Context: an optimization exercise on an open-source flow, tuned for small area, a short achievable clock period and few clock cycles per item. The choices shown serve that exercise and are no tape-out recipe. Only simulation tests tie the RTL to the original design; equivalence was not proved. Power figures rest on the tool's default switching activity, not on a simulated workload.

## job 9515
==> flow/design.v (excerpt) <==
module modred_top (
  input  logic              clk_i,
  input  logic              rst_ni,
  input  logic              psel_i,
  input  logic              penable_i,
  input  logic              pwrite_i,
  input  logic [11:0]       paddr_i,
  input  modred_pkg::word_t pwdata_i,
  output modred_pkg::word_t prdata_o,
  output logic              pready_o,
  output logic              pslverr_o
);
  localparam int ROW_W = 4;
  localparam int NROWS = 64 / ROW_W;
  localparam int PTR_W = $clog2(NROWS);
  localparam int IO_ST = 0;
  logic [PTR_W-1:0]                 ptr;
  logic [ROW_W-1:0][32-1:0] last_row;
  logic [ROW_W-1:0]                 tag_v;
  logic [ROW_W-1:0][3:0]            tag_k;
  logic [ROW_W-1:0]                 tag_kind;
  logic [ROW_W-1:0]                 wr_en;
  modred_pkg::word_t                wr_data;
  modred_apb_regs #(
    .ROW_W (ROW_W),
    .NROWS (NROWS),
    .IO_ST (IO_ST)
  ) u_regs (
    .clk_i      (clk_i),
    .rst_ni     (rst_ni),
    .psel_i     (psel_i),
    .penable_i  (penable_i),
    .pwrite_i   (pwrite_i),
    .paddr_i    (paddr_i),
    .pwdata_i   (pwdata_i),
    .prdata_o   (prdata_o),
    .pready_o   (pready_o),
    .pslverr_o  (pslverr_o),
    .ptr_i      (ptr),
    .last_row_i (last_row),
    .tag_v_o    (tag_v),
    .tag_k_o    (tag_k),
  ...
==> flow/config.mk <==
export PLATFORM = sky130hd
export DESIGN_NAME = modred_top
export DESIGN_NICKNAME = modred_top
export VERILOG_FILES = /design/flow/design.v
export SDC_FILE = /design/flow/constraint.sdc
export NUM_CORES = 4
export LEC_CHECK = 0
export ABC_CLOCK_PERIOD_IN_PS = 3500
export CAP_MARGIN = 20
export CORE_MARGIN = 2
export CORE_UTILIZATION = 60
export PLACE_DENSITY = 0.7
export SLEW_MARGIN = 20
==> flow/constraint.sdc <==
create_clock -name core_clock -period 10.0 [get_ports {clk_i}]
set_input_delay 2.0000 -clock core_clock [delete_from_list [all_inputs] [get_ports {clk_i}]]
set_output_delay 2.0000 -clock core_clock [all_outputs]
set_load 0.01 [all_outputs]
standard.sh (not shown) runs the stock make flow with config.mk's settings and CLKGATE_MAP_FILE= SYNTH_SCRIPT=/design/flow/synth_recipe.tcl, a recipe that flattens the netlist after the stock synthesis.
==> flow/flow/run.sh <==
#!/bin/bash
# Own layout flow: the standard ORFS flow (standard.sh, so the standard
# synthesis unchanged) with three differences in how the layout is made:
#  - timing repair aims for setup slack of SETUP_SLACK_MARGIN ns beyond the
#    10 ns constraint, so cells on the longest paths get sized up;
#  - ports are buffered with sky130_fd_sc_hd__buf_2 rather than the smallest
#    buffer ORFS picks (a delay cell);
#  - clock tree synthesis adds no dummy loads for balancing.
# The clock period, SDC and all checks are the design's. make's output goes to
# flow_make.log here; each ORFS step writes its own full log under orfs/logs/.
set -euo pipefail
export SETUP_SLACK_MARGIN=7.2
export BUFFER_PORTS_ARGS="-buffer_cell sky130_fd_sc_hd__buf_2"
export CTS_ARGS="-sink_clustering_enable -repair_clock_nets -dont_use_dummy_load -sink_clustering_size 30"
bash standard.sh finish > flow_make.log 2>&1
Testbench counts of job 9515, summed over its fixed seeds: cycles 3,722, words 5,120.
Modified inputs, job 1669 compared to job 9515
--- a/flow/flow/run.sh
+++ b/flow/flow/run.sh
@@ -10,5 +10,5 @@
 # flow_make.log here; each ORFS step writes its own full log under orfs/logs/.
 set -euo pipefail
-export SETUP_SLACK_MARGIN=7.2
+export SETUP_SLACK_MARGIN=6.8
 export BUFFER_PORTS_ARGS="-buffer_cell sky130_fd_sc_hd__buf_2"
 export CTS_ARGS="-sink_clustering_enable -repair_clock_nets -dont_use_dummy_load -sink_clustering_size 30"
## What came out
Share of final layout cell area taken by non-clock buffers (higher): job 9515. Compared with job 9515, job 1669 shows a higher clock-buffer cell count. Overall routing resource usage ended up 0.84 points lower on job 1669 than on job 9515. [job 1669] growth of design area from synthesis to finish fell 5.4 points relative to job 9515. Comparing job 1669 and job 9515, the lower transition at the pin with the smallest max-transition slack was measured on job 1669. Diff job 9515..job 1669 | die area | unchanged.
Input changes introduced in job 4659 (baseline for comparison: job 1669):
- changing PLACE_DENSITY from 0.7 to 0.65
- changing CORE_UTILIZATION from 60 to 55
--- outcome ---
Going from job 1669 to job 4659, total power per unit cell area saw little to no change; clock network fraction of design power saw an increase; instance count after placement with tap cells included saw an increase.
Worst setup path startpoint: u_mem.g_word[1].u_red.a_sh[0] -> job 4659, u_mem.g_word[0].u_red.a_sh[0] -> job 1669
Reported for job 4659 and job 1669, share of synthesized area spent on multiplexers turned out identical to the last digit.
Share of cell area taken by flip-flops and latches, job 4659 and job 1669, higher one = job 1669.
Job 4659: overall die area 9.0% above job 1669
As far as net switching fraction of the power is concerned, job 1669 and job 4659 perform about the same.
Against job 1669, wire length reported by the detailed router in job 4659 came out worse.
Compared with job 1669, in job 4659 final weighted congestion in routability-driven placement moved down; overall track demand over capacity in global routing decreased by 2.1 points relative to the old numbers.

==> separate check: timing with driven ports <==
The results above use ideal ports. As a check the final layouts listed here were re-extracted and re-timed, cells and wires unchanged.
Step 1: set_driving_cell puts a clkbuf_16 on clk_i and a buf_2 on each other input, an assumption about the parent block.
Step 2, shift: input delay + t, output delay - t, t = (earliest + latest rising clock arrival at the registers) / 2. This alone moves slack from input paths to output paths.
Three values: no drivers, after step 1, after step 2; two values: the first two.
| run | t (ns) | setup slack, ns | worst slew at a driven data input, ns |
|---|---|---|---|
| job 9515 | 0.870 | 6.505 / 6.505 / 6.018 | 0.20 |
| job 1669 | 0.894 | 6.563 / 6.563 / 5.799 | 0.19 |
| job 4659 | 0.887 | 6.494 / 6.494 / 5.855 | 0.21 |
After both steps every run listed still meets setup and hold. For job 1669, which loses most, drivers alone change the setup slack by 0.000 ns; drivers and shift together by -0.764 ns.
